What follows belongs to an exercise in optimizing a design on an open flow for small area and a short achievable clock period; a production flow would make more cautious choices. Only simulation tests tie the RTL to the original design; equivalence was not proved. Power and IR drop assume default switching activity.

### design/flow/design.v
`default_nettype none
module fetch_predict
(
   input  logic        CLK,
   input  logic        nRST,
   input  logic        ihit,
   input  logic [31:0] imemload,
   input  logic        resolve_valid,
   input  logic        resolve_cond,
   input  logic        resolve_jump,
   input  logic        resolve_taken,
   input  logic        resolve_predicted,
   input  logic [31:0] resolve_pc,
   input  logic [31:0] resolve_target,
   output logic [31:0] imemaddr,
   output logic [31:0] fetch_instr,
   output logic [31:0] fetch_pc_plus_4,
   output logic        fetch_predicted,
   output logic        flush
);
   logic [3:0]  btb_valid;
   logic [27:0] btb_tag    [0:3];
   logic [31:0] btb_target [0:3];
   logic [1:0]  btb_state  [0:3];    
   logic [1:0]  fidx;
   logic        predict;
   logic [3:0]  fhit;         
   assign fidx      = imemaddr[3:2];
   for (genvar g = 0; g < 4; g++)
   begin : g_fhit
      assign fhit[g] = (fidx == g) && btb_valid[g] && !btb_state[g][1] &&
                       (btb_tag[g] == imemaddr[31:4]);
   end
   assign predict   = |fhit;
   logic [31:0] pc_step;
   assign pc_step = imemaddr + {29'd0, ihit, 2'b00};
   logic        redirect;
   logic [31:0] redirect_addr;
   logic        fall_through;
   assign redirect     = resolve_valid && (resolve_jump || (resolve_cond && (resolve_taken != resolve_predicted)));
   assign fall_through = !resolve_jump && resolve_cond && !resolve_taken && resolve_predicted;
   assign redirect_addr = fall_through ? resolve_pc + 32'd4 : resolve_target;
   assign flush = redirect;
   logic [1:0]  ridx;
   logic        btb_write;
   logic        check_hit;
   logic [1:0]  cstate;
   logic [1:0]  step_state;
   assign ridx      = resolve_pc[3:2];
   assign btb_write = resolve_valid && resolve_cond && !resolve_jump && ihit;
   logic [3:0]  chit;
   for (genvar g = 0; g < 4; g++)
   begin : g_chit
      assign chit[g] = btb_valid[g] && (btb_tag[g] == resolve_pc[31:4]);
   end
   assign check_hit = chit[ridx];
   assign cstate    = btb_state[ridx];
   always_comb
   begin
      if (resolve_taken)
         step_state = (cstate == 2'b00) ? 2'b00 : cstate - 2'd1;
      else
         step_state = (cstate == 2'b11) ? 2'b11 : cstate + 2'd1;
   end
   for (genvar g = 0; g < 4; g++)
   begin : g_entry
      logic wr;
      assign wr = btb_write && (ridx == g);
      always_ff @(posedge CLK, negedge nRST)
      begin
         if (!nRST)
            btb_valid[g] <= 1'b0;
         else if (wr)
            btb_valid[g] <= 1'b1;
      end
      always_ff @(posedge CLK)
      begin
         if (wr)
         begin
            btb_tag[g]   <= resolve_pc[31:4];
            btb_state[g] <= chit[g] ? step_state : 2'b00;
            if (!chit[g])
               btb_target[g] <= resolve_target;
         end
      end
   end
   always_ff @(posedge CLK, negedge nRST)
   begin
      if (!nRST)
         imemaddr <= 32'd0;
      else if (redirect)
         imemaddr <= redirect_addr;
      else if (predict && ihit)
         imemaddr <= btb_target[fidx];
      else
         imemaddr <= pc_step;    
   end
   logic        fetch_valid;
   logic [31:0] fetch_instr_q;
   logic [31:0] fetch_pc4_q;
   always_ff @(posedge CLK, negedge nRST)
   begin
      if (!nRST)
      begin
         fetch_valid     <= 1'b0;
         fetch_predicted <= 1'b0;
      end
      else if (redirect)
      begin
         fetch_valid     <= 1'b0;
         fetch_predicted <= 1'b0;
      end
      else if (ihit)
      begin
         fetch_valid     <= 1'b1;
         fetch_predicted <= predict;
      end
   end
   always_ff @(posedge CLK)
   begin
      if (ihit)
      begin
         fetch_instr_q <= imemload;
         fetch_pc4_q   <= pc_step;     
      end
   end
   assign fetch_instr     = fetch_instr_q & {32{fetch_valid}};
   assign fetch_pc_plus_4 = fetch_pc4_q   & {32{fetch_valid}};
endmodule
`default_nettype wire
### design/flow/flow/run.sh
#!/bin/bash
# Standard layout, with two changes to how it is made:
#  - plain buf_2 cells as the port buffers instead of the delay buffers
#    buffer_ports picks by default (every port still gets its own buffer);
#  - the resizer may swap a cell for any other size of the same function,
#    not only ones with the same footprint (placement is legalised after
#    every repair step).
set -euo pipefail
export BUFFER_PORTS_ARGS="-buffer_cell sky130_fd_sc_hd__buf_2"
bash standard.sh MATCH_CELL_FOOTPRINT=0 finish > standard.log 2>&1
### design/flow/standard.sh
#!/bin/bash
# synth_recipe.tcl (not shown) runs the flow's synth.tcl, then flattens the netlist and writes it again
# the make line also repeats each setting of config.mk as NAME=value (left out here)
make -C /OpenROAD-flow-scripts/flow DESIGN_CONFIG=/design/flow/config.mk WORK_HOME=/design/flow/orfs CLKGATE_MAP_FILE= SYNTH_SCRIPT=/design/flow/synth_recipe.tcl "${@:-finish}"
### design/flow/config.mk
export PLATFORM = sky130hd
export DESIGN_NAME = fetch_predict
export DESIGN_NICKNAME = fetch_predict
export VERILOG_FILES = /design/flow/design.v
export SDC_FILE = /design/flow/constraint.sdc
export NUM_CORES = 4
export LEC_CHECK = 0
export CAP_MARGIN = 20
export CORE_MARGIN = 2
export CORE_UTILIZATION = 55
export CTS_CLUSTER_DIAMETER = 80
export CTS_CLUSTER_SIZE = 24
export PLACE_DENSITY = 0.7
export SETUP_SLACK_MARGIN = 1.8
export SLEW_MARGIN = 20
### design/flow/constraint.sdc
create_clock -name core_clock -period 4.3 [get_ports {CLK}]
set_input_delay 0.8600 -clock core_clock [delete_from_list [all_inputs] [get_ports {CLK}]]
set_output_delay 0.8600 -clock core_clock [all_outputs]
set_load 0.01 [all_outputs]
==> impl_metrics.ini, run 1 <==
[sta]
setup_tns_ns = 0
skew_ns = 0.02961
tightest_slew_ns = 0.7462
slew_viol_final = 0
fmax_ghz = 0.3826
rsz0062_at_grt = yes
postLayoutSetupSlackWorst_ns = 1.686
setup_viol = 0
fin_crit_sh = 0.6079
slew-limit-headroom = 0.5025
period_needed_ns = 2.614
hold_violations = 0

[final_layout]
num-nets-final = 1497
area_growth_pct = 13.64
multi_input_area_um2 = 6147
ff_latch_area_um2 = 10360
diodes = 0
drive_above_1_share = 0.2799
post-route-util = 0.6314
fill_cells = 2323

[detailed_routing]
drt-total-wl_um = 49500
firstDrtPassIters = 6
drt_iter0_drc = 1566
drc = 0
ant_nets = 0
via_per_inst = 6.144
wl_per_cell_um = 27.61
vias = 11020

[pwr]
p_per_area_nw_per_um2 = 394.1
power_uw = 7551
p_clk_frac = 0.252
ir_drop_mv = 0.2341
swShare = 0.2877
p_leak_uw = 0.006983
combPwrFrac = 0.199
p_int_uw = 5379
p_switching_uw = 2172
seq_power_share = 0.549

[die]
io_pins = 202
die_width_um = 179.1
core_um2 = 30350
placementRows = 64
die-area_um2 = 32080
start_util = 0.5556
dieHeight_um = 179.1

[synth]
synthMuxAreaShare = 0.06196
postSynthCellCount = 1194
ys_warn_count = 4
async_flop_share = 0.1086
synth_compound_area_frac = 0.02679
syn_nets = 1305
ys_seq_elements = 350
synthAdderAreaFrac = 0.005788
yosys.area_share.simple = 0.1112
synth_edf_count = 312
synthesis.area_um2 = 16860
synthDistinctLibCells = 48
synth_top_family_by_area = XOR/XNOR gates
synthXorXnorAreaFrac = 0.1457
ys_seq_area_frac = 0.6120
syn_area_per_cell_um2 = 14.12
synth_flop_cell = edfxtp_1

[placement]
port_buffers = 201
place_ws_ns = 1.172
gp_congestion = 1.000
dpl.hpwl_um = 33020

[clock_tree]
cts_hold_buf = 0
cts_tree = built
clkTransAtPathRegs_ns = 0.10
root_buffer = clkbuf_16
cts_num_sinks = 350
clockBufferDepth = 3
clk_latency_ns = 0.54
cts_buffers = 18
htreeDepth = 1

[global_route]
grt_max_degree = 59
antenna_found_initial = 1
grt_pass1_vias = 10460
grt_overflow_total = 0
gr-usage-all-layers = 0.3064
grt_pass1_wl_um = 70110

[worst_setup_path]
worstSetupEndpointType = register
cp.arrival_ns = 3.01
crit_fanout = 8
critPathKind = register to register
critPathRequiredTime_ns = 4.69
start_kind = register

[status]
status = finished clean

[flow_run]
drv_cap = 0

[min_path]
hold_path_class = input pin to asynchronous set/reset pin
[registers in the layout, summed over array words and instances (netlist names)]
signal	count
btb_target	128
btb_tag	112
fetch_instr_q	32
fetch_pc4_q	32
imemaddr	32
btb_state	8
btb_valid	4
fetch_predicted	1
fetch_valid	1
[cell usage after synthesis, drive strengths merged (2+ instances only)]
| library cell | instances | area (um2) |
|---|---|---|
| or2 | 4 | 25.02 |
| buf | 49 | 387.9 |
| o21ai | 8 | 40.04 |
| nor2b | 2 | 12.51 |
| edfxtp | 312 | 9369 |
| ha | 7 | 87.58 |
| a21oi | 35 | 175.2 |
| and4 | 8 | 70.07 |
| nand4 | 43 | 281.5 |
| inv | 8 | 30.03 |
| nand2b | 3 | 18.77 |
| nor3 | 11 | 55.05 |
| xnor2 | 128 | 1121 |
| nor2 | 42 | 157.7 |
| nand3 | 31 | 155.2 |
| clkbuf | 45 | 198.9 |
| a222oi | 2 | 20.02 |
| mux2i | 32 | 320.3 |
| dfrtp | 38 | 950.9 |
| nor4 | 45 | 321.6 |
| and2 | 78 | 489.2 |
| a21o | 2 | 15.01 |
| xor2 | 150 | 1336 |
| mux4 | 32 | 724.4 |
| nand2 | 27 | 101.4 |
| a211oi | 21 | 157.7 |
| or3 | 7 | 45.05 |
| and3 | 14 | 87.58 |
[layout by cell type (no fill, tap or decap), types with 3 or more instances in the layout]
master and count:
buf_6 11, inv_1 7, buf_4 49, and2_1 69, buf_2 196, clkbuf_1 9
xnor2_1 128, and4_1 7, and3_1 14, mux4_2 31, clkbuf_16 21, a211oi_1 21
clkinv_2 3, a21oi_1 35, xor2_2 7, or3_1 6, xor2_1 143, and2_2 5
edfxtp_1 312, nand3_1 30, nor2_1 41, mux2i_1 31, dfrtp_4 4, nor3_1 10
and2_4 7, nor4_2 12, dfrtp_1 15, dfrtp_2 19, ha_1 7, nor4_4 6
o21ai_0 8, nand4_1 41, nand2_1 27, nor4_1 27, or2_2 4
[routing by layer]
layer | vias to the layer above | share of wire | GRT usage
li1 | 4714 | - | -
met2 | 748 | 0.46 | 0.4854
met5 | - | 0.00026 | 0
met3 | 114 | 0.11 | 0.05428
met4 | 2 | 0.038 | 0.09341
met1 | 5438 | 0.40 | 0.4357
[worst paths after layout]
check,slack [ns],to,depth (start not counted),from
max reg2reg,1.69,imemaddr[8],10,imemaddr[11]
min reg2reg,0.49,fetch_pc4_q[1],0,imemaddr[1]
max,1.69,imemaddr[8],10,imemaddr[11]
min in group core_clock,0.49,fetch_pc4_q[1],0,imemaddr[1]
min,0.43,btb_valid[2],2,nRST
max in group asynchronous,3.36,imemaddr[2],2,nRST
[worst max-delay path, stage by stage (launching register included)]
cell,delay [ns]
dfrtp_2,0.51
buf_4,0.18
xor2_1,0.15
nor4_1,0.31
nand4_1,0.18
nor4_4,0.38
o41ai_4,0.14
buf_6,0.19
clkbuf_16,0.18
mux2i_2,0.17
a21oi_1,0.08
[through the flow]
stage,instances,hold slack (ns),instance area [um2]
6_report,1793,0.4276,19160
5_1_grt,1793,0.4677,19160
4_1_cts,1780,0.4411,18980
3_5_place_dp,1720,0.4751,17970
3_3_place_gp,1720,0.4724,17970
2_1_floorplan,1194,0.4476,16880
[power groups by stage]
stage | Combinational, uW | Clock (uW) | Sequential, uW
after floorplan | 1000 | 0 | 4040
after global placement | 1330 | 0 | 4240
after detailed placement | 1330 | 0 | 4240
after CTS | 1460 | 1910 | 4140
after global routing | 1600 | 2030 | 4150
final | 1510 | 1900 | 4140
[logic make-up (layout without fill, tap and decap cells)]
family	after synthesis	after routing
compound gates	71	71
fa+ha+maj	8	8
buf+inv	102	302
simple gates	321	324
mux	64	64
flops	350	350
xor+xnor	278	278
[repair_timing]
action | in CTS | in global routing
hold endpoints to repair | 0 | 0
buffers inserted | 22 | 13
resized for setup | 63 | 16
pin swaps | 32 | 18
setup endpoints to repair | 203 | 130
cloned | 7 | 0
[cell type report]
cell class	instances	area share
repair buffers	263	0.08384
multi-input cells	745	0.3208
clock buffers	28	0.02658
inverters	8	0.001567
flip-flops and latches	350	0.5406
well taps	396	0.02586
clock inverters	3	0.0007835
==> run 2: changes to the inputs <==
==> design/flow/flow/run.sh (replaced) <==
#!/bin/bash
# Standard layout, with two changes to how it is made:
#  - plain buf_1 cells as the port buffers instead of the delay buffers
#    buffer_ports picks by default (every port still gets its own buffer);
#  - the resizer may swap a cell for any other size of the same function,
#    not only ones with the same footprint (placement is legalised after
#    every repair step).
set -euo pipefail
export BUFFER_PORTS_ARGS="-buffer_cell sky130_fd_sc_hd__buf_1"
bash standard.sh MATCH_CELL_FOOTPRINT=0 finish > standard.log 2>&1
--- a/design/flow/config.mk
+++ b/design/flow/config.mk
@@ -10,6 +10,5 @@
 export CORE_UTILIZATION = 55
 export CTS_CLUSTER_DIAMETER = 80
 export CTS_CLUSTER_SIZE = 24
-export PLACE_DENSITY = 0.7
 export SETUP_SLACK_MARGIN = 1.8
 export SLEW_MARGIN = 20
==> run 2 against run 1 <==
Net effect: clock-buffer cell count unchanged; core utilization rose by 0.22 points; synthesized cell count unchanged; die area stayed put; critical path depth is 1 lower; total power grew 2.5%; sequential power about the same; final area grew 0.35%; largest cell class unchanged; highest routed layer unchanged.
==> impl_metrics.ini, run 2 <==
[status]
status = finished clean

[synth]
synth.most_common_cell = edfxtp_1
ys_seq_area_frac = 0.6120
syn_nets = 1305
syn_area_per_cell_um2 = 14.12
synth_commonest_cells = edfxtp_1 (312), xor2_1 (147), xnor2_1 (128), and2_1 (77)
synthAdderAreaFrac = 0.005788
netlist_top_cells_area = edfxtp_1 (56%), xor2_1 (7.6%), xnor2_1 (6.6%)
synthMuxAreaShare = 0.06196
synth_top_family_by_area = XOR/XNOR gates
synthesis.area_um2 = 16860
async_flop_share = 0.1086
synth_edf_count = 312
post-synth-top-area-cell = edfxtp_1
yosys.area.top_type_share = 0.5556
ys_warn_count = 4
synthXorXnorAreaFrac = 0.1457
synthDistinctLibCells = 48
postSynthCellCount = 1194
synth_compound_area_frac = 0.02679
synth_flop_cell = edfxtp_1
yosys.area_share.simple = 0.1112
ys_seq_elements = 350

[sta]
tightest_slew_ns = 0.9698
fmax_ghz = 0.3870
period_needed_ns = 2.584
setup_tns_ns = 0
slew_viol_final = 0
skew_ns = 0.02326
slew-limit-headroom = 0.3535
hold_violations = 0
rsz0062_at_grt = yes
setup_viol = 0
fin_crit_sh = 0.6009

[worst_setup_path]
worstSetupEndpointType = register
critPathRequiredTime_ns = 4.68
critPathKind = register to register
r2r_slack_ns = 1.72
start_kind = register
cp.arrival_ns = 2.97
crit_fanout = 8

[final_layout]
mostFrequentLayoutCells = edfxtp_1 (312), buf_1 (183), xor2_1 (142)
top_regs = btb_target: 128 flops, btb_tag: 112 flops
regMostFlops = btb_target
drive_above_1_share = 0.1723
largest_register_ffs = 128
area_growth_pct = 14.03
final_common_cell = edfxtp_1
num-nets-final = 1508

[global_route]
antenna_found_initial = 2
gr-usage-all-layers = 0.2990
grt_overflow_total = 0
grt_pass1_wl_um = 68280
grt_max_degree = 67
grt_pass1_vias = 10260

[placement]
port_buffers = 201
dpl.hpwl_um = 33370
gp_congestion = 0.9635

[clock_tree]
clockBufferDepth = 3
clkTransAtPathRegs_ns = 0.09
cts_num_sinks = 350
root_buffer = clkbuf_16
cts_buffers = 20
cts_tree = built
clk_latency_ns = 0.54
htreeDepth = 1

[die]
io_pins = 202
die_width_um = 179.1
die-area_um2 = 32080
start_util = 0.5556
placementRows = 64
core_um2 = 30350
dieHeight_um = 179.1

[pwr]
p_int_uw = 5478
p_leak_uw = 0.006521
swShare = 0.2921
combPwrFrac = 0.192
p_per_area_nw_per_um2 = 402.4
p_switching_uw = 2260
ir_drop_mv = 0.3344
seq_power_share = 0.537
power_uw = 7738
p_clk_frac = 0.270

[flow_run]
drv_cap = 0

[detailed_routing]
via_per_inst = 5.941
drt_iter0_drc = 1099
drt-total-wl_um = 48830
drc = 0
firstDrtPassIters = 7
wl_per_cell_um = 27.02
ant_nets = 0
vias = 10740

[min_path]
hold_path_class = input pin to asynchronous set/reset pin
run 2: cell counts after synthesis:
Identical to the previous run, type by type.
run 2: stage by stage:
stage / instance area [um2] / worst slack (ns) / std cells / hold slack [ns] / utilization
global route: 19230 / 1.678 / 1807 / 0.4702 / 0.6336
detailed placement: 17830 / 0.9066 / 1734 / 0.4754 / 0.5874
global placement: 17830 / 0.9553 / 1734 / 0.4666 / 0.5874
finish: 19230 / 1.716 / 1807 / 0.4600 / 0.6336
floorplan: 16880 / 1.805 / 1194 / 0.4476 / -
CTS: 18930 / 1.742 / 1792 / 0.4633 / 0.6238
run 2: layout make-up:
type | count | area, um2
fill | 2377 | 11120
timing repair buffer | 272 | 1450
clock buffer | 28 | 551.8
inverter | 8 | 32.53
antenna | 1 | 2.502
tap | 396 | 495.5
multi-input combinational | 745 | 6266
clock inverter | 7 | 70.07
sequential | 350 | 10360
run 2: what timing repair did:
| item | in CTS | in global routing |
|---|---|---|
| gates resized for setup | 85 | 40 |
| endpoints found under the setup margin | 229 | 133 |
| setup buffers | 20 | 10 |
| hold buffers | 0 | 0 |
| gates cloned | 3 | 4 |
| pin swaps | 14 | 29 |
run 2: worst paths after layout:
check,from,to,cells after the start
setup reg to reg,imemaddr[22],imemaddr[22],9
hold / removal,nRST,imemaddr[22],1
max in group asynchronous,nRST,imemaddr[3],2
hold reg to reg,imemaddr[0],fetch_pc4_q[0],0
setup / recovery,imemaddr[22],imemaddr[22],9
min in group core_clock,imemload[24],fetch_instr_q[24],1
run 2: cells by family (layout without fill, tap and decap cells):
kind of cell	after synthesis	after routing
other	0	1
multiplexers	64	64
AND/OR/NAND/NOR	321	324
AO/OA/AOI/OAI	71	71
XOR/XNOR	278	278
buffers and inverters	102	315
flip-flops	350	350
adder cells (fa/ha/maj)	8	8
run 2: power groups by stage:
stage                     registers [uW]  clock network [uW]  logic [uW]
after floorplan                     4040                   0        1000
after global placement              4240                   0        1290
after detailed placement            4240                   0        1290
after CTS                           4150                2130        1420
after global routing                4170                2250        1590
final                               4160                2090        1490
run 2: per-layer routing:
| metal | track usage | share of wire | up-vias |
|---|---|---|---|
| met5 | 0 | 0.00027 | - |
| met4 | 0.09509 | 0.037 | 2 |
| met3 | 0.03202 | 0.078 | 88 |
| met2 | 0.4702 | 0.45 | 508 |
| met1 | 0.4404 | 0.43 | 5393 |
| li1 | - | - | 4745 |
run 2: worst max-delay path, stage by stage, from the launching register on:
cell and delay, ns:
dfrtp_2 0.51, xor2_1 0.38, nor4_2 0.11, nand4_1 0.19, nor4_4 0.08, o41ai_4 0.45, buf_4 0.23, buf_12 0.18
mux2i_2 0.22, a21oi_1 0.08
==> run 3: changes to the inputs <==
--- a/design/flow/design.v
+++ b/design/flow/design.v
@@ -35,12 +35,14 @@
    logic [31:0] pc_step;
    assign pc_step = imemaddr + {29'd0, ihit, 2'b00};
    logic        redirect;
-   logic [31:0] redirect_addr;
    logic        fall_through;
    assign redirect     = resolve_valid && (resolve_jump || (resolve_cond && (resolve_taken != resolve_predicted)));
    assign fall_through = !resolve_jump && resolve_cond && !resolve_taken && resolve_predicted;
-   assign redirect_addr = fall_through ? resolve_pc + 32'd4 : resolve_target;
    assign flush = redirect;
+   logic        to_target;
+   logic        to_fall;
+   assign to_target = resolve_valid && (resolve_jump || (resolve_cond && resolve_taken && !resolve_predicted));
+   assign to_fall   = resolve_valid && fall_through;
    logic [1:0]  ridx;
    logic        btb_write;
    logic        check_hit;
@@ -88,8 +90,10 @@
    begin
       if (!nRST)
          imemaddr <= 32'd0;
-      else if (redirect)
-         imemaddr <= redirect_addr;
+      else if (to_target)
+         imemaddr <= resolve_target;
+      else if (to_fall)
+         imemaddr <= resolve_pc + 32'd4;
       else if (predict && ihit)
          imemaddr <= btb_target[fidx];
       else
==> design/flow/flow/run.sh (replaced) <==
#!/bin/bash
# Standard layout, with two changes to how it is made:
#  - plain buf_2 cells as the port buffers instead of the delay buffers
#    buffer_ports picks by default (every port still gets its own buffer);
#  - the resizer may swap a cell for any other size of the same function,
#    not only ones with the same footprint (placement is legalised after
#    every repair step).
set -euo pipefail
export BUFFER_PORTS_ARGS="-buffer_cell sky130_fd_sc_hd__buf_2"
bash standard.sh MATCH_CELL_FOOTPRINT=0 finish > standard.log 2>&1
==> run 3 against run 2 <==
Net effect: critical path depth fell by 3; clock-buffer cell count grew 2; maximum frequency down 2.9%; critical path type is now input pin to output pin; first-iteration DRC count rose by 20%; core utilization rose by 1.7 points; setup slack lost 0.077 ns; highest routed layer is now met4; combinational power is essentially flat; routed wire length grew 1.7%; cell count shrank 3.0%; sequential cell count unchanged; critical endpoint is now flush.
==> impl_metrics.ini, run 3 <==
[global_route]
use_met1 = 0.4688
gr-usage-all-layers = 0.3113
grtUsageMet3 = 0.03406
grt_pass1_wl_um = 69950
busiest_layer = met2
met2_usage = 0.4927
grt_pass1_vias = 10030
grt_max_degree = 67
antenna_found_initial = 2
grt_overflow_total = 0

[detailed_routing]
drt_iter0_drc = 1321
via_per_inst = 6.068
wl_per_cell_um = 28.33
firstDrtPassIters = 5
vias = 10630
ant_nets = 0
drc = 0
drt-total-wl_um = 49630

[placement]
dpl.hpwl_um = 32430
gp_congestion = 0.9210
port_buffers = 201

[sta]
period_needed_ns = 2.661
setup_viol = 0
tightest_slew_ns = 0.9492
slew_viol_final = 0
rsz0062_at_grt = yes
hold_violations = 0
slew-limit-headroom = 0.3672
fmax_ghz = 0.3758
fin_crit_sh = 0.6188
skew_ns = 0.01713
setup_tns_ns = 0

[flow_run]
drv_cap = 0

[final_layout]
final_common_cell = edfxtp_1
ff_latch_area_um2 = 10370
top_regs = btb_target: 128 flops, btb_tag: 112 flops
drive_above_1_share = 0.3057
num-nets-final = 1460
fill_cells = 2266
post-route-util = 0.6501
mostFrequentLayoutCells = edfxtp_1 (312), buf_2 (196), xor2_1 (137)
regMostFlops = btb_target
largest_register_ffs = 128
multi_input_area_um2 = 6012
area_growth_pct = 16.19

[clock_tree]
cts_tree = built
htreeDepth = 1
cts_hold_buf = 0
cts_num_sinks = 350
clockBufferDepth = 3
root_buffer = clkbuf_16
cts_buffers = 18
clk_latency_ns = 0.53
clkTransAtPathRegs_ns = 0.10

[pwr]
p_per_area_nw_per_um2 = 395.8
power_uw = 7626
p_leak_uw = 0.007042
ir_drop_mv = 0.3290

[synth]
ys_seq_elements = 350
syn_nets = 1250
synth_flop_cell = edfxtp_1
ys_warn_count = 4
synthesis.area_um2 = 16580
yosys.area.top_type_share = 0.5650
netlist_top_cells_area = edfxtp_1 (56%), xor2_1 (7.6%), xnor2_1 (7.1%)
post-synth-top-area-cell = edfxtp_1
synthDistinctLibCells = 50
async_flop_share = 0.1086
syn_area_per_cell_um2 = 14.56
synth_edf_count = 312
synth.most_common_cell = edfxtp_1
synth_commonest_cells = edfxtp_1 (312), xor2_1 (143), xnor2_1 (134), and2_1 (74), nand4_1 (41)
ys_seq_area_frac = 0.6223
postSynthCellCount = 1139

[worst_setup_path]
start_kind = input pin
critPathLaunch = resolve_taken
critPathRequiredTime_ns = 3.44
worstSetupEndpointType = output pin
crit_fanout = 4
critPathKind = input pin to output pin
cp.arrival_ns = 1.80
r2r_start = imemaddr[8]

[die]
dieHeight_um = 177.6
die_width_um = 177.6
start_util = 0.5595
die-area_um2 = 31560
core_um2 = 29640
placementRows = 63
io_pins = 202

[status]
status = finished clean

[min_path]
hold_path_class = input pin to asynchronous set/reset pin
==> run 3: cell count changes in the layout (fill, tap and decap cells not counted), moves of 6 or more <==
cell | previous run | this run
buf_12 | 4 | 10
buf_1 | 183 | 0
a22oi_1 | 0 | 11
or3_1 | 6 | 0
a211oi_1 | 21 | 1
o21ai_1 | 0 | 11
clkbuf_2 | 15 | 0
o22ai_1 | 1 | 19
buf_2 | 0 | 196
a21oi_1 | 33 | 19
nor2_1 | 40 | 22
==> run 3: logic make-up after synthesis <==
group	Yosys count	synth area share
AOI/OAI and AO/OA	74	0.02829
xor gates and xnor gates	279	0.1483
adders and majority gates	8	0.005885
buffers and inverters	90	0.03335
DFF	350	0.6223
muxes	62	0.06157
and+or+nand+nor	276	0.1003
==> run 3: critical path: stages <==
cell and delay, ns:
buf_8 0.10, and3b_2 0.20, o21a_1 0.20, nor2_2 0.11, bufinv_8 0.21, buf_6 0.12
==> run 3: per-layer routing <==
layer	routed length, um	vias to the layer above
met5	0	-
li1	-	4578
met1	21320	5423
met2	22950	574
met3	4452	57
met4	915	0
==> run 3: path summary, 6_finish.rpt <==
path	to	slack, ns	depth (start not counted)
max in group asynchronous	imemaddr[24]	3.34	2
setup reg to reg	imemaddr[9]	1.74	9
hold reg to reg	fetch_pc4_q[0]	0.48	0
setup / recovery	flush	1.64	6
hold / removal	btb_valid[2]	0.42	2
min in group core_clock	fetch_pc4_q[0]	0.48	0
==> run 3: per-stage QoR <==
| step | worst slack, ns | instances | cell area [um2] | hold WS, ns |
|---|---|---|---|---|
| finish | 1.639 | 1752 | 19270 | 0.4161 |
| global route | 1.635 | 1752 | 19270 | 0.4435 |
| CTS | 1.680 | 1737 | 19030 | 0.4420 |
| detailed placement | 1.167 | 1669 | 17780 | 0.4621 |
| global placement | 1.170 | 1669 | 17780 | 0.4543 |
| floorplan | 1.791 | 1139 | 16640 | 0.4476 |
==> run 3: power breakdown <==
part	switching (uW)	leakage (uW)	internal, uW
Sequential	262	0.00327	3880
Clock	1070	0.000271	911
Combinational	821	0.00350	674
Total	2160	0.00704	5470
==> run 3: area by class of cell <==
| type | count | area share |
|---|---|---|
| inverter | 5 | 0.001688 |
| timing repair buffer | 274 | 0.09370 |
| tap | 390 | 0.02532 |
| sequential | 350 | 0.5380 |
| multi-input combinational | 700 | 0.3120 |
| clock inverter | 2 | 0.001818 |
| antenna | 1 | 0.0001299 |
| clock buffer | 30 | 0.02734 |
==> run 3: repair_timing <==
| item | in CTS | in global routing |
|---|---|---|
| hold endpoints to repair | 0 | 0 |
| pin swaps | 24 | 23 |
| endpoints found under the setup margin | 114 | 42 |
| resized for setup | 75 | 19 |
| cloned | 2 | 2 |
| setup buffers | 34 | 12 |
==> run 4: changes to the inputs <==
--- a/design/flow/design.v
+++ b/design/flow/design.v
@@ -24,6 +24,7 @@
    logic [1:0]  btb_state  [0:3];    
    logic [1:0]  fidx;
    logic        predict;
+   logic [31:0] pc_plus_4;
    logic [3:0]  fhit;         
    assign fidx      = imemaddr[3:2];
    for (genvar g = 0; g < 4; g++)
@@ -32,17 +33,11 @@
                        (btb_tag[g] == imemaddr[31:4]);
    end
    assign predict   = |fhit;
-   logic [31:0] pc_step;
-   assign pc_step = imemaddr + {29'd0, ihit, 2'b00};
    logic        redirect;
    logic        fall_through;
    assign redirect     = resolve_valid && (resolve_jump || (resolve_cond && (resolve_taken != resolve_predicted)));
    assign fall_through = !resolve_jump && resolve_cond && !resolve_taken && resolve_predicted;
    assign flush = redirect;
-   logic        to_target;
-   logic        to_fall;
-   assign to_target = resolve_valid && (resolve_jump || (resolve_cond && resolve_taken && !resolve_predicted));
-   assign to_fall   = resolve_valid && fall_through;
    logic [1:0]  ridx;
    logic        btb_write;
    logic        check_hit;
@@ -86,49 +81,61 @@
          end
       end
    end
+   logic [31:0] pc_carry;
+   logic [31:0] rpc_carry;
+   logic [31:0] pc_keep;      
+   logic [31:0] pc_flip;      
+   logic        take_seq;     
+   logic        take_fall;    
+   assign pc_carry[1:0]  = 2'b00;
+   assign rpc_carry[1:0] = 2'b00;
+   assign pc_carry[2]    = 1'b1;
+   assign rpc_carry[2]   = 1'b1;
+   for (genvar k = 3; k < 32; k++)
+   begin : g_carry
+      assign pc_carry[k]  = &imemaddr[k-1:2];
+      assign rpc_carry[k] = &resolve_pc[k-1:2];
+   end
+   assign take_seq  = !redirect && ihit && !predict;
+   assign take_fall = redirect && fall_through;
+   always_comb
+   begin
+      if (redirect)
+         pc_keep = fall_through ? resolve_pc : resolve_target;
+      else if (ihit && predict)
+         pc_keep = btb_target[fidx];
+      else
+         pc_keep = imemaddr;
+      pc_flip = ({32{take_seq}} & pc_carry) | ({32{take_fall}} & rpc_carry);
+   end
    always_ff @(posedge CLK, negedge nRST)
    begin
       if (!nRST)
          imemaddr <= 32'd0;
-      else if (to_target)
-         imemaddr <= resolve_target;
-      else if (to_fall)
-         imemaddr <= resolve_pc + 32'd4;
-      else if (predict && ihit)
-         imemaddr <= btb_target[fidx];
       else
-         imemaddr <= pc_step;    
+         imemaddr <= pc_keep ^ pc_flip;
    end
-   logic        fetch_valid;
-   logic [31:0] fetch_instr_q;
-   logic [31:0] fetch_pc4_q;
+   assign pc_plus_4 = imemaddr ^ pc_carry;
    always_ff @(posedge CLK, negedge nRST)
    begin
       if (!nRST)
       begin
-         fetch_valid     <= 1'b0;
+         fetch_instr     <= 32'd0;
+         fetch_pc_plus_4 <= 32'd0;
          fetch_predicted <= 1'b0;
       end
       else if (redirect)
       begin
-         fetch_valid     <= 1'b0;
+         fetch_instr     <= 32'd0;
+         fetch_pc_plus_4 <= 32'd0;
          fetch_predicted <= 1'b0;
       end
       else if (ihit)
       begin
-         fetch_valid     <= 1'b1;
+         fetch_instr     <= imemload;
+         fetch_pc_plus_4 <= pc_plus_4;
          fetch_predicted <= predict;
       end
    end
-   always_ff @(posedge CLK)
-   begin
-      if (ihit)
-      begin
-         fetch_instr_q <= imemload;
-         fetch_pc4_q   <= pc_step;     
-      end
-   end
-   assign fetch_instr     = fetch_instr_q & {32{fetch_valid}};
-   assign fetch_pc_plus_4 = fetch_pc4_q   & {32{fetch_valid}};
 endmodule
 `default_nettype wire
==> design/flow/flow/run.sh (replaced) <==
#!/bin/bash
# Standard layout, with plain buf_2 cells as the port buffers instead of
# the delay buffers buffer_ports picks by default. Every port still gets
# its own buffer.
set -euo pipefail
export BUFFER_PORTS_ARGS="-buffer_cell sky130_fd_sc_hd__buf_2"
bash standard.sh > standard.log 2>&1
--- a/design/flow/config.mk
+++ b/design/flow/config.mk
@@ -7,8 +7,8 @@
 export LEC_CHECK = 0
 export CAP_MARGIN = 20
 export CORE_MARGIN = 2
-export CORE_UTILIZATION = 55
-export CTS_CLUSTER_DIAMETER = 80
-export CTS_CLUSTER_SIZE = 24
+export CORE_UTILIZATION = 62
+export CTS_CLUSTER_DIAMETER = 100
+export CTS_CLUSTER_SIZE = 30
 export SETUP_SLACK_MARGIN = 1.8
 export SLEW_MARGIN = 20
==> run 4 against run 3 <==
Net effect: still clean on timing, DRC and antenna; global-route usage is 5.1 points higher; combinational power grew 18%; total power down 1.4%; clock skew increased by 0.0095 ns; core utilization rose by 8.4 points; cell count rose by 11%; clock power shrank 14%; via count rose by 18%; synthesized cell count is 22% higher; first-iteration DRC count up 38%; worst hold slack got worse by 0.0099 ns; die area decreased by 8.8%.
==> impl_metrics.ini, run 4 <==
[die]
die_width_um = 169.6
die-area_um2 = 28770
placementRows = 60
start_util = 0.6309
dieHeight_um = 169.6
io_pins = 202
core_um2 = 26950

[global_route]
antenna_found_initial = 0
grt_pass1_vias = 11610
grt_max_degree = 91
gr-usage-all-layers = 0.3627
grt_pass1_wl_um = 75970
grt_overflow_total = 0

[pwr]
p_leak_uw = 0.007744
p_per_area_nw_per_um2 = 380.2
ir_drop_mv = 0.5137
power_uw = 7522

[synth]
synth_commonest_cells = edfxtp_1 (248), xor2_1 (192), nand2_1 (103), nor2_1 (102), dfrtp_1 (101)
synth_edf_count = 248
synth.most_common_cell = edfxtp_1
syn_nets = 1496
syn_area_per_cell_um2 = 12.29
post-synth-top-area-cell = edfxtp_1
ys_seq_elements = 349
ys_seq_area_frac = 0.5866
synthDistinctLibCells = 66
async_flop_share = 0.2894
synthesis.area_um2 = 17000
synth_flop_cell = edfxtp_1
postSynthCellCount = 1384
yosys.area.top_type_share = 0.4380
netlist_top_cells_area = edfxtp_1 (44%), dfrtp_1 (15%), xor2_1 (9.9%)
ys_warn_count = 4

[detailed_routing]
ant_nets = 0
drc = 0
vias = 12500
via_per_inst = 6.409
drt_iter0_drc = 1826
wl_per_cell_um = 27.54
drt-total-wl_um = 53700
firstDrtPassIters = 8

[sta]
hold_violations = 0
slew_viol_final = 0
rsz0062_at_grt = yes
setup_viol = 0
skew_ns = 0.02665
fin_crit_sh = 0.6441
slew-limit-headroom = 0.4362
setup_tns_ns = 0
holdWs_ns = 0.4063
postLayoutSetupSlackWorst_ns = 1.530
period_needed_ns = 2.770
fmax_ghz = 0.3610
tightest_slew_ns = 0.8458

[placement]
port_buffers = 201
place_area_um2 = 18130
gp_congestion = 0.9955
place_ws_ns = 1.071
dpl.hpwl_um = 35530

[final_layout]
diodes = 0
num-nets-final = 1712
fin_area_um2 = 19780
area_growth_pct = 16.35
regMostFlops = btb_target
fill_cells = 1886
ff_latch_area_um2 = 10020
largest_register_ffs = 128
mostFrequentLayoutCells = edfxtp_1 (248), buf_2 (194), xor2_1 (189)
top_regs = btb_target: 128 flops, btb_tag: 112 flops
drive_above_1_share = 0.2853
final_common_cell = edfxtp_1
multi_input_area_um2 = 6825

[clock_tree]
cts_tree = built
root_buffer = clkbuf_16
clkTransAtPathRegs_ns = 0.11
htreeDepth = 1
clk_latency_ns = 0.53
cts_num_sinks = 349
clockBufferDepth = 3
cts_buffers = 15

[worst_setup_path]
worstSetupEndpointType = register
start_kind = register
critPathKind = register to register
cp.arrival_ns = 3.19
crit_fanout = 7
worstPathCellList = xor2_1 > nor4_2 > nand4_1 > o22ai_4 > o21ai_4 > buf_12 > mux2_4 > a2111oi_4 > nor2_1
slowest_delay_ns = 0.53
cp_slowest_cell = dfrtp_2
critPathRequiredTime_ns = 4.72

[flow_run]
drv_cap = 0

[min_path]
hold_path_class = input pin to asynchronous set/reset pin

[status]
status = finished clean
## run 4: cell count changes in the layout (fill, tap and decap cells not counted), moves of 31 or more
cell,change
buf_4,+38
nand2_1,+80
nor2_1,+78
and2_1,-63
xnor2_1,-57
mux4_2,-31
dfrtp_1,+60
edfxtp_1,-64
xor2_1,+52
mux2i_1,+36
## run 4: metrics by stage
step,cells,util
floorplan,1384,-
global placement,1843,0.6727
detailed placement,1843,0.6727
CTS,1912,0.7129
global route,1950,0.7341
finish,1950,0.7341
## run 4: worst max-delay path: cells and delay by family, from the launching register on
kind | cells | cell delay (ns)
muxes | 1 | 0.31
and+or+nand+nor | 3 | 0.71
buffers and inverters | 1 | 0.15
AOI/OAI and AO/OA | 3 | 0.75
DFF | 1 | 0.53
xor gates and xnor gates | 1 | 0.21
## run 4: logic make-up (layout without fill, tap and decap cells)
group | after synthesis | count (layout) | share of synthesized area
AOI/OAI and AO/OA | 171 | 171 | 0.07101
xor gates and xnor gates | 267 | 267 | 0.1375
adders and majority gates | 10 | 10 | 0.007064
buffers and inverters | 129 | 352 | 0.04172
DFF | 349 | 349 | 0.5866
muxes | 72 | 72 | 0.04363
and+or+nand+nor | 386 | 388 | 0.1124
## run 4: cell type report
type,count,share of cell area
clock buffer,23,0.02049
clock inverter,3,0.001202
inverter,15,0.003352
multi-input combinational,908,0.3450
sequential,349,0.5066
tap,341,0.02157
timing repair buffer,311,0.1018
## run 4: layer usage
| metal | global-route usage | vias up | share of wire |
|---|---|---|---|
| met5 | 0 | - | 0 |
| met4 | 0.1368 | 0 | 0.050 |
| met3 | 0.08815 | 180 | 0.12 |
| met2 | 0.5464 | 879 | 0.44 |
| met1 | 0.5155 | 6026 | 0.39 |
| li1 | - | 5412 | - |
## run 4: where the power goes
part / switching [uW] / internal (uW) / total [uW]
clock network: 1030 / 677 / 1710
logic: 1050 / 713 / 1760
registers: 268 / 3780 / 4050
total: 2350 / 5170 / 7520
## run 4: worst paths after layout
kind | from | endpoint | slack [ns] | cells after the start
worst min-delay path | nRST | fetch_instr[13] | 0.41 | 1
worst max-delay path | imemaddr[19] | imemaddr[14] | 1.53 | 9
worst min register to register | fetch_instr[26] | fetch_instr[26] | 0.53 | 2
worst max register to register | imemaddr[19] | imemaddr[14] | 1.53 | 9
min in group core_clock | fetch_instr[26] | fetch_instr[26] | 0.53 | 2
max in group asynchronous | nRST | fetch_pc_plus_4[1] | 3.05 | 2
## run 4: what timing repair did
| action | 4_1_cts | 5_1_grt |
|---|---|---|
| pin swaps | 18 | 28 |
| resized for setup | 76 | 56 |
| hold buffers | 0 | 0 |
| endpoints found under the hold margin | 0 | 0 |
| cloned | 1 | 2 |
| endpoints found under the setup margin | 142 | 86 |
| setup buffers | 42 | 36 |

## static timing again, ports no longer ideal
The results above use ideal ports. As a check the final layouts listed here were re-extracted and re-timed, cells and wires unchanged.
Step 1 assumes that a clkbuf_16 drives the clock port and a buf_2 every other input.
Step 2 moves the port delays by t, midway between the first and last clock arrival at a register: inputs arrive t later, outputs are due t later. That takes back most of the time a late clock gives input paths.
a / b / c = ideal ports / drivers / drivers and shift; a / b = the first two.
| run | t, ns | setup WS [ns] | worst hold slack (ns) | latest minus earliest clock arrival (ns) | slew at the worst register clock pin (ns) |
|---|---|---|---|---|---|
| run 1 | 0.579 | 1.686 / 1.686 / 1.249 | 0.428 / 0.396 / 0.490 | 0.029 / 0.029 | 0.11 / 0.11 |
| run 2 | 0.585 | 1.716 / 1.716 / 1.242 | 0.460 / 0.430 / 0.498 | 0.023 / 0.023 | 0.10 / 0.10 |
| run 3 | 0.572 | 1.639 / 1.601 / 1.279 | 0.416 / 0.385 / 0.476 | 0.020 / 0.020 | 0.11 / 0.11 |
| run 4 | 0.571 | 1.530 / 1.530 / 1.087 | 0.406 / 0.381 / 0.530 | 0.027 / 0.026 | 0.12 / 0.12 |
After both steps setup and hold are still met in every run listed. The setup slack of run 2, which loses most, moves by 0.000 ns with the drivers and by -0.474 ns with both steps.
